Source: an optimization exercise on an open RTL-to-GDS flow (aim: small area, a short achievable clock period and few clock cycles per item). Production flows keep margins and buffers that such runs may drop.
Where RTL was checked, it was by simulation tests only, not by an equivalence proof against the original.
No activity file was given, so power comes from the tool's default toggle rates.

Design set_membership_table_top, start of the top module:
module set_membership_table_top (
  input  logic                           clk,
  input  logic                           rst_n,
  input  logic                           in_tvalid,
  output logic                           in_tready,
  input  logic [smt_pkg::IN_DATA_W-1:0]  in_tdata,   
  input  logic [smt_pkg::REQ_W-1:0]      in_tuser,   
  output logic                           out_tvalid,
  input  logic                           out_tready,
  output logic [smt_pkg::OUT_DATA_W-1:0] out_tdata   
);
Size: about 1800 cells after synthesis, roughly 0.026 mm2 of cells after synthesis.
make LEC_CHECK=0 ABC_CLOCK_PERIOD_IN_PS=1800 CAP_MARGIN=20 CORE_MARGIN=2 CORE_UTILIZATION=40 CTS_CLUSTER_DIAMETER=60 CTS_CLUSTER_SIZE=30 PLACE_DENSITY=0.6 SETUP_SLACK_MARGIN=1.4 SLEW_MARGIN=20 finish   # period 3.4 ns
run.sh (not shown) runs the stock make flow with config.mk's settings and CLKGATE_MAP_FILE= SYNTH_SCRIPT=/design/flow/synth_recipe.tcl, a recipe that flattens the netlist after the stock synthesis.
Next try:
Settings changed: CTS_CLUSTER_DIAMETER 60 to default, CTS_CLUSTER_SIZE 30 to default.
What happened: The changed run passed the timing, design-rule and antenna checks. Worst setup slack is better by 0.020 ns. Fmax rises by 0.91%. Area after synthesis stays the same. Core utilization came out higher by 1.4 points. Power rose by 9.9%. Cell area rises by 2.7%. Global-route usage goes up by 0.51 points. Wire length rose by 1.8%.
No functional check of the RTL was part of any run of this note.

Setup of run 1:
set_membership_table_top, a different RTL version from the one above (not shown whole).
For scale: about 1,700 cells after synthesis, roughly 610 flip-flops, about 48 I/O pins.
export LEC_CHECK = 0
export CAP_MARGIN = 20
export CORE_MARGIN = 2
export CORE_UTILIZATION = 40
export GPL_TIMING_DRIVEN = 0
export PLACE_DENSITY = 0.6
export SETUP_SLACK_MARGIN = 1.4
export SLEW_MARGIN = 20
create_clock -name core_clock -period 3.4 [get_ports {clk}]
standard.sh (not shown) runs the stock make flow with config.mk's settings and CLKGATE_MAP_FILE= SYNTH_SCRIPT=/design/flow/synth_recipe.tcl, a recipe that flattens the netlist after the stock synthesis.
==> flow/flow/run.sh <==
#!/bin/bash
# The standard ORFS flow, run in two parts:
#  1. synthesis exactly as standard.sh makes it;
#  2. floorplan to final layout with two changes:
#     - the clock tree is built with larger sink clusters and without the
#       dummy loads CTS adds to balance it;
#     - delay cells are kept out of port buffering and timing repair, so the
#       port buffers are plain buffers (flow/dont_use.tcl, run before each
#       OpenROAD step).
# Each part's full output goes to its own log file in this folder; ORFS's
# per-step logs stay under orfs/logs/.
set -euo pipefail
W=$(pwd)

bash standard.sh synth > "$W/flow_synth.log" 2>&1

export CTS_ARGS="-sink_clustering_enable -repair_clock_nets -dont_use_dummy_load -sink_clustering_size 30 -sink_clustering_max_diameter 60"
for step in FLOORPLAN GLOBAL_PLACE_SKIP_IO IO_PLACEMENT GLOBAL_PLACE RESIZE DETAIL_PLACE REPAIR_TIMING_POST_PLACE CTS GLOBAL_ROUTE DETAIL_ROUTE FILLCELL; do
  export PRE_${step}_TCL="$W/flow/dont_use.tcl"
done

bash standard.sh > "$W/flow_layout.log" 2>&1
==> flow/flow/dont_use.tcl <==
# Keep delay cells out of port buffering and timing repair.
set_dont_use [get_lib_cells {sky130_fd_sc_hd__dlygate* sky130_fd_sc_hd__clkdlybuf*}]
Run 1 ran to completion and came out clean on the timing, design-rule and antenna checks.
Testbench counts of run 1, summed over its fixed seeds: cycles 12,016, items 12,000.
What run 2 does differently from run 1 at the input level:
- setting ABC_CLOCK_PERIOD_IN_PS to 1800 for the first time
- changing CORE_UTILIZATION from 40 to 50
- removing GPL_TIMING_DRIVEN (formerly 0)
- changing PLACE_DENSITY from 0.6 to 0.7
### Flow results
Diff run 1 -> run 2 | via count | decrease of 60
Comparing run 1 and run 2, the lower average wire per standard cell was measured on run 2.
Run 1 → run 2: global-route usage now sits higher; peak fanout along the critical path now sits lower; met3 track demand over resource now sits higher; final antenna diode count now sits higher; wire length on met2 now sits lower.
On share of the cycle needed by the critical path after routing, the higher figure sits with run 1, not run 2.
input pin to register as the classification of the worst setup path was reported by run 1, and register to register by run 2.
Across both runs, routed wire length was lower for run 2 than for run 1.
Compared with run 1, in run 2 area added between synthesis and finish down 4.3 points, number of gates given a new drive strength after cts -about 6.5%.
diff inputs: run 2 => run 3
- PLACE_DENSITY now 0.6, was 0.7
- CORE_UTILIZATION now 40, was 50
- SETUP_SLACK_MARGIN now 1.2, was 1.4
- Run 3: no failed stages, no open violations at the end
- [compare] base=run 2 new=run 3: final clock period utilization by the worst path went down, count of clock-buffer cells in the layout went up, post-synth net total did not really move, clock tree cell share of total cell area went up.
- Detailed route, run 3 vs run 2: via total lower for run 3
- Per the comparison of run 3 with run 2, die boundary height went up, final setup slack of the worst path picked up an extra 58 ps.
What run 4 does differently from run 3 at the input level:
- SETUP_SLACK_MARGIN now 1.5, was 1.2
### Flow results
Measured against each other, run 3 and run 4 differ in setup slack after layout, the higher figure coming from run 4. Going from run 3 to run 4, via count shows an increase of about 0.5%, maximum frequency shows an increase of about 3%, maximum fanout along the worst path shows an increase of 5, net switching component of the power shows an increase of 14 uW. Between run 3 and run 4, stage delay of the slowest cell on the critical path is lower for run 3, run 4 comes in above that. The global placement routability congestion reported for run 4 is smaller than that of run 3 by about 2.2%. Combinational share of power (lower): run 3. Master of the slowest instance on the critical path = sky130_fd_sc_hd__dfxtp_2: run 3; master of the slowest instance on the critical path = sky130_fd_sc_hd__o41ai_2: run 4. Met1 track demand over resource: run 4 vs run 3, no meaningful difference. Looking only at final instance count without filler cells, and setting everything else aside, the lower value of run 3 and run 4 goes to run 3. As of run 4, count of cells resized by post-cts repair had risen by more than 100% compared to run 3.

Setup of amber:
Another version of the RTL of set_membership_table_top (not shown whole).
Size: about 1700 cells after synthesis, ~0.025 mm^2 of cells after synthesis.
export LEC_CHECK = 0
export ABC_CLOCK_PERIOD_IN_PS = 1400
export CAP_MARGIN = 20
export CORE_MARGIN = 2
export CORE_UTILIZATION = 40
export PLACE_DENSITY = 0.6
export SETUP_SLACK_MARGIN = 1.4
export SLEW_MARGIN = 20
create_clock -name core_clock -period 3.4 [get_ports {clk}]
Scripts as last shown in full above: flow/flow/run.sh, flow/flow/dont_use.tcl
Input changes introduced in pepper (baseline for comparison: amber):
Settings: ABC_CLOCK_PERIOD_IN_PS now 1800, was 1400.
--- a/flow/flow/dont_use.tcl
+++ b/flow/flow/dont_use.tcl
@@ -2 +2,3 @@
 set_dont_use [get_lib_cells {sky130_fd_sc_hd__dlygate* sky130_fd_sc_hd__clkdlybuf*}]
+# Aim repair at sharp edges on every net, so high-fanout nets get buffered.
+set_max_transition 0.5 [current_design]
==> comparison <==
pepper vs amber: ratio of cells with drive above 1 in the final layout up in pepper
[pepper] fraction of standard cell area in multi-input logic fell 0.19 points relative to amber
amber -> pepper: number of gates given a new drive strength after cts decreased by more than a quarter
On pepper: total CTS buffers is 2.4% higher than what amber gave.
Proportion of synthesized chip area in sequential cells came out exactly the same in pepper and amber.
Comparing pepper and amber, the lower clock-pin slew reported for the worst setup and hold paths after clock tree synthesis was measured on amber.
Input changes introduced in harbor (baseline for comparison: pepper):
==> flow/flow/dont_use.tcl <==
# Keep delay cells out of port buffering and timing repair.
set_dont_use [get_lib_cells {sky130_fd_sc_hd__dlygate* sky130_fd_sc_hd__clkdlybuf*}]
## What came out
- Sequential fraction of design power of harbor is on par with pepper.
- pepper -> harbor: via density per instance flat
- Core utilization of the finished layout, harbor and pepper, higher one = pepper.
- Changes observed in harbor relative to pepper: largest net degree at the start of global routing grew by 31%, setup slack shrank by 81 ps.
- Compared to pepper, harbor has leakage power figure about 0.7% lower.
- Sort harbor and pepper by sequential portion of the cell area, ascending, and pepper comes first.
- Compare harbor and pepper | placed standard-cell area lower: harbor
Function was not checked in any run of this note: the RTL went through the layout flow alone.

The RTL this note starts from:
==> flow/design.v <==
package smt_pkg;
  localparam int CAPACITY = 16;
  localparam int KEY_BITS = 32;
  localparam int IDX_W = $clog2(CAPACITY);
  localparam int CNT_W = $clog2(CAPACITY + 1);
  localparam int COUNT_OUT_W = 5;
  localparam int REQ_W = 2;
  localparam int IN_DATA_W = ((KEY_BITS + 7) / 8) * 8;
  localparam int OUT_DATA_W = 8;
  localparam logic [REQ_W-1:0] REQ_LOOKUP = 2'd0;
  localparam logic [REQ_W-1:0] REQ_INSERT = 2'd1;
  localparam logic [REQ_W-1:0] REQ_REMOVE = 2'd2;
  typedef enum logic [1:0] {
    ST_IDLE,
    ST_MATCH,
    ST_UPDATE
  } state_t;
  typedef struct packed {
    logic load;
    logic match;
    logic commit;
  } cmd_t;
endpackage
module smt_ctrl (
  input  logic          clk,
  input  logic          rst_n,
  input  logic          in_tvalid,
  output logic          in_tready,
  input  logic          out_tvalid,
  input  logic          out_tready,
  output smt_pkg::cmd_t cmd
);
  logic [1:0] held_r, held_nxt;
  logic       pop;
  logic       ready_any_r;     
  logic       ready_pop_r;     
  assign pop        = out_tvalid && out_tready;
  assign in_tready  = ready_any_r || (ready_pop_r && out_tready);
  assign cmd.load   = in_tvalid && in_tready;
  assign cmd.match  = 1'b0;
  assign cmd.commit = 1'b0;
  assign held_nxt = held_r + {1'b0, cmd.load} - {1'b0, pop};
  always_ff @(posedge clk) begin
    if (!rst_n) begin
      held_r      <= '0;
      ready_any_r <= 1'b1;
      ready_pop_r <= 1'b0;
    end else begin
      held_r      <= held_nxt;
      ready_any_r <= held_nxt <= 2'd1;
      ready_pop_r <= held_nxt == 2'd2;
    end
  end
endmodule
module smt_dpath (
  input  logic                            clk,
  input  logic                            rst_n,
  input  smt_pkg::cmd_t                   cmd,
  input  logic                            out_tready,
  input  logic [smt_pkg::REQ_W-1:0]       req_in,
  input  logic [smt_pkg::KEY_BITS-1:0]    key_in,
  output logic                            out_tvalid,
  output logic                            was_present,
  output logic [smt_pkg::COUNT_OUT_W-1:0] entry_count,
  output logic                            dropped
);
  localparam int CAP = smt_pkg::CAPACITY;
  logic [smt_pkg::KEY_BITS-1:0] store_r [CAP];
  logic [CAP-1:0]               valid_r;
  logic [CAP-1:0]               free;         
  logic [smt_pkg::CNT_W-1:0]    count_r, count_nxt, count_hit, count_miss;
  logic [CAP-1:0]               cmp_match;
  logic                         cmp_same;
  logic                         upd_valid_r;
  logic [smt_pkg::KEY_BITS-1:0] upd_key_r;
  logic [smt_pkg::REQ_W-1:0]    upd_req_r;
  logic [CAP-1:0]               upd_match_r;
  logic [CAP-1:0]               match;
  logic                         hit, full, is_ins, is_rem, ins_ok, rem_ok, ins_new;
  localparam int RES_W = 1 + smt_pkg::COUNT_OUT_W + 1;
  logic [RES_W-1:0] res;
  logic [RES_W-1:0] res_r [2];
  logic [RES_W-1:0] out_res;
  logic             wr_sel_r;              
  logic [1:0]       rd_sel_r;              
  logic [1:0]       res_count_r;           
  logic             out_valid_r;
  logic             pop;
  assign cmp_same = (upd_key_r == key_in);
  always_comb begin
    for (int i = 0; i < CAP; i++) begin
      cmp_match[i] = (valid_r[i] && (store_r[i] == key_in)) || (free[i] && cmp_same);
    end
  end
  always_ff @(posedge clk) begin
    upd_key_r   <= key_in;
    upd_req_r   <= req_in;
    upd_match_r <= cmp_match;
  end
  always_ff @(posedge clk) begin
    if (!rst_n) begin
      upd_valid_r <= 1'b0;
    end else begin
      upd_valid_r <= cmd.load;
    end
  end
  always_comb begin
    for (int i = 0; i < CAP; i++) begin
      match[i] = valid_r[i] && upd_match_r[i];
    end
  end
  assign hit    = |match;
  assign full   = count_r[smt_pkg::IDX_W];
  assign is_ins = (upd_req_r == smt_pkg::REQ_INSERT);
  assign is_rem = (upd_req_r == smt_pkg::REQ_REMOVE);
  assign ins_ok = upd_valid_r && is_ins && !full;
  assign rem_ok = upd_valid_r && is_rem;
  assign count_hit  = rem_ok ? count_r - 1'b1 : count_r;
  assign count_miss = ins_ok ? count_r + 1'b1 : count_r;
  assign count_nxt  = hit ? count_hit : count_miss;
  always_comb begin
    for (int i = 0; i < CAP; i++) begin
      free[i] = !valid_r[i] && ((valid_r & ~({CAP{1'b1}} << i)) == ~({CAP{1'b1}} << i));
    end
  end
  assign ins_new = ins_ok && !hit;
  always_ff @(posedge clk) begin
    if (!rst_n) begin
      count_r <= '0;
      valid_r <= '0;
    end else begin
      count_r <= count_nxt;
      for (int i = 0; i < CAP; i++) begin
        valid_r[i] <= (valid_r[i] && !(rem_ok && match[i])) || (ins_new && free[i]);
      end
    end
  end
  always_ff @(posedge clk) begin
    for (int i = 0; i < CAP; i++) begin
      if (free[i]) begin
        store_r[i] <= upd_key_r;
      end
    end
  end
  assign res = {is_ins && full && !hit, count_nxt, hit};
  assign pop = out_valid_r && out_tready;
  always_ff @(posedge clk) begin
    if (!rst_n) begin
      wr_sel_r    <= 1'b0;
      rd_sel_r    <= 2'b01;
      res_count_r <= '0;
      out_valid_r <= 1'b0;
    end else begin
      wr_sel_r    <= wr_sel_r ^ upd_valid_r;
      if (pop) begin
        rd_sel_r <= {rd_sel_r[0], rd_sel_r[1]};
      end
      res_count_r <= res_count_r + {1'b0, upd_valid_r} - {1'b0, pop};
      out_valid_r <= (res_count_r + {1'b0, upd_valid_r} - {1'b0, pop}) != 2'd0;
    end
  end
  always_ff @(posedge clk) begin
    for (int j = 0; j < 2; j++) begin
      if (upd_valid_r && wr_sel_r == 1'(j)) begin
        res_r[j] <= res;
      end
    end
  end
  assign out_tvalid  = out_valid_r;
  always_comb begin
    out_res = '0;
    for (int j = 0; j < 2; j++) begin
      out_res = out_res | (res_r[j] & {RES_W{rd_sel_r[j]}});
    end
  end
  assign was_present = out_res[0];
  assign entry_count = out_res[smt_pkg::COUNT_OUT_W:1];
  assign dropped     = out_res[RES_W-1];
endmodule
module set_membership_table_top (
  input  logic                           clk,
  input  logic                           rst_n,
  input  logic                           in_tvalid,
  output logic                           in_tready,
  input  logic [smt_pkg::IN_DATA_W-1:0]  in_tdata,   
  input  logic [smt_pkg::REQ_W-1:0]      in_tuser,   
  output logic                           out_tvalid,
  input  logic                           out_tready,
  output logic [smt_pkg::OUT_DATA_W-1:0] out_tdata   
);
  smt_pkg::cmd_t                   cmd;
  logic                            was_present;
  logic [smt_pkg::COUNT_OUT_W-1:0] entry_count;
  logic                            dropped;
  smt_ctrl u_ctrl (
    .clk        (clk),
    .rst_n      (rst_n),
    .in_tvalid  (in_tvalid),
    .in_tready  (in_tready),
    .out_tvalid (out_tvalid),
    .out_tready (out_tready),
    .cmd        (cmd)
  );
  smt_dpath u_dpath (
    .clk         (clk),
    .rst_n       (rst_n),
    .cmd         (cmd),
    .out_tready  (out_tready),
    .req_in      (in_tuser),
    .key_in      (in_tdata[smt_pkg::KEY_BITS-1:0]),
    .out_tvalid  (out_tvalid),
    .was_present (was_present),
    .entry_count (entry_count),
    .dropped     (dropped)
  );
  assign out_tdata = {1'b0, dropped, entry_count, was_present};
endmodule
==> flow/config.mk <==
export PLATFORM = sky130hd
export DESIGN_NAME = set_membership_table_top
export DESIGN_NICKNAME = set_membership_table_top
export VERILOG_FILES = /design/flow/design.v
export SDC_FILE = /design/flow/constraint.sdc
export NUM_CORES = 4
export LEC_CHECK = 0
export CAP_MARGIN = 20
export CORE_MARGIN = 2
export CORE_UTILIZATION = 45
export PLACE_DENSITY = 0.65
export SETUP_SLACK_MARGIN = 1.4
export SLEW_MARGIN = 20
==> flow/constraint.sdc <==
create_clock -name core_clock -period 3.4 [get_ports {clk}]
set_input_delay 0.6800 -clock core_clock [delete_from_list [all_inputs] [get_ports {clk}]]
set_output_delay 0.6800 -clock core_clock [all_outputs]
set_load 0.01 [all_outputs]
==> flow/flow/dont_use.tcl <==
# Keep delay cells out of port buffering and timing repair.
set_dont_use [get_lib_cells {sky130_fd_sc_hd__dlygate* sky130_fd_sc_hd__clkdlybuf*}]
Scripts as last shown in full above: flow/flow/run.sh
The baseline ran to the end with no violations.
Testbench counts at the start, summed over its fixed seeds: cycles 12,016, items 12,000.
Next try:
==> flow/flow/dont_use.tcl (replaced) <==
# Keep delay cells out of port buffering and timing repair.
set_dont_use [get_lib_cells {sky130_fd_sc_hd__dlygate* sky130_fd_sc_hd__clkdlybuf*}]
# Aim repair at sharp edges on every net, so high-fanout nets get buffered.
set_max_transition 0.5 [current_design]
- CORE_UTILIZATION: 45 -> 40
- PLACE_DENSITY: 0.65 -> 0.6
Effect:
- design area came out higher by about 4.5%
- power stays flat
- core utilization fell by 3.6 points
- combinational power increases by about 5%
- setup slack gains 0.034 ns
- die area went up by about 12%
- critical path depth came out higher by 1
- fmax went up by about 1.7%
- cell count climbs by 5.6%
Next try:
==> flow/flow/dont_use.tcl (replaced) <==
# Keep delay cells out of port buffering and timing repair.
set_dont_use [get_lib_cells {sky130_fd_sc_hd__dlygate* sky130_fd_sc_hd__clkdlybuf*}]
Combinational power went down by about 3%. Non-clock buffer count fell by 38. Cell area fell by 3.2%.

[afterwards: timing with drivers on the ports]
No port has a modelled driver above. Below, the same layouts with a new extraction and two added sets of constraints.
Step 1 sets driving cells, clkbuf_16 on the clock port and buf_2 on the other inputs (assumed; they add their load-dependent delay and slew).
Step 2 also shifts input and output timing later by t, the mid clock arrival at the registers, as if the neighbouring blocks saw the same clock.
Slacks: ideal ports / drivers / drivers and shift; pairs: ideal ports / drivers.
| run | shift t [ns] | slack for setup (ns) | worst setup path after step 2 | worst slew at a driven data input, ns |
|---|---|---|---|---|
| the first run of note 1 | 0.667 | 1.231 / 1.231 / 0.695 | input to register | 0.04 |
| the second run of note 1 | 0.665 | 1.251 / 1.251 / 0.698 | input to register | 0.04 |
| run 1 | 0.657 | 1.104 / 1.105 / 0.477 | input to register | 0.05 |
| run 2 | 0.623 | 1.109 / 1.109 / 0.603 | input to register | 0.04 |
| run 3 | 0.641 | 1.168 / 1.108 / 0.564 | input to register | 0.05 |
| run 4 | 0.625 | 1.233 / 1.246 / 0.636 | input to register | 0.05 |
| amber | 0.639 | 1.101 / 1.101 / 0.624 | input to register | 0.06 |
| pepper | 0.642 | 1.182 / 1.182 / 0.576 | input to register | 0.04 |
| harbor | 0.639 | 1.101 / 1.101 / 0.624 | input to register | 0.06 |
| the first run of note 4 | 0.634 | 1.347 / 1.351 / 0.749 | input to register | 0.03 |
| the second run of note 4 | 0.629 | 1.381 / 1.375 / 0.794 | input to register | 0.04 |
| the third run of note 4 | 0.648 | 1.353 / 1.376 / 0.746 | input to register | 0.06 |
After both steps setup and hold are still met in every run listed. The setup slack of run 1, which loses most, moves by +0.001 ns with the drivers and by -0.627 ns with both steps.
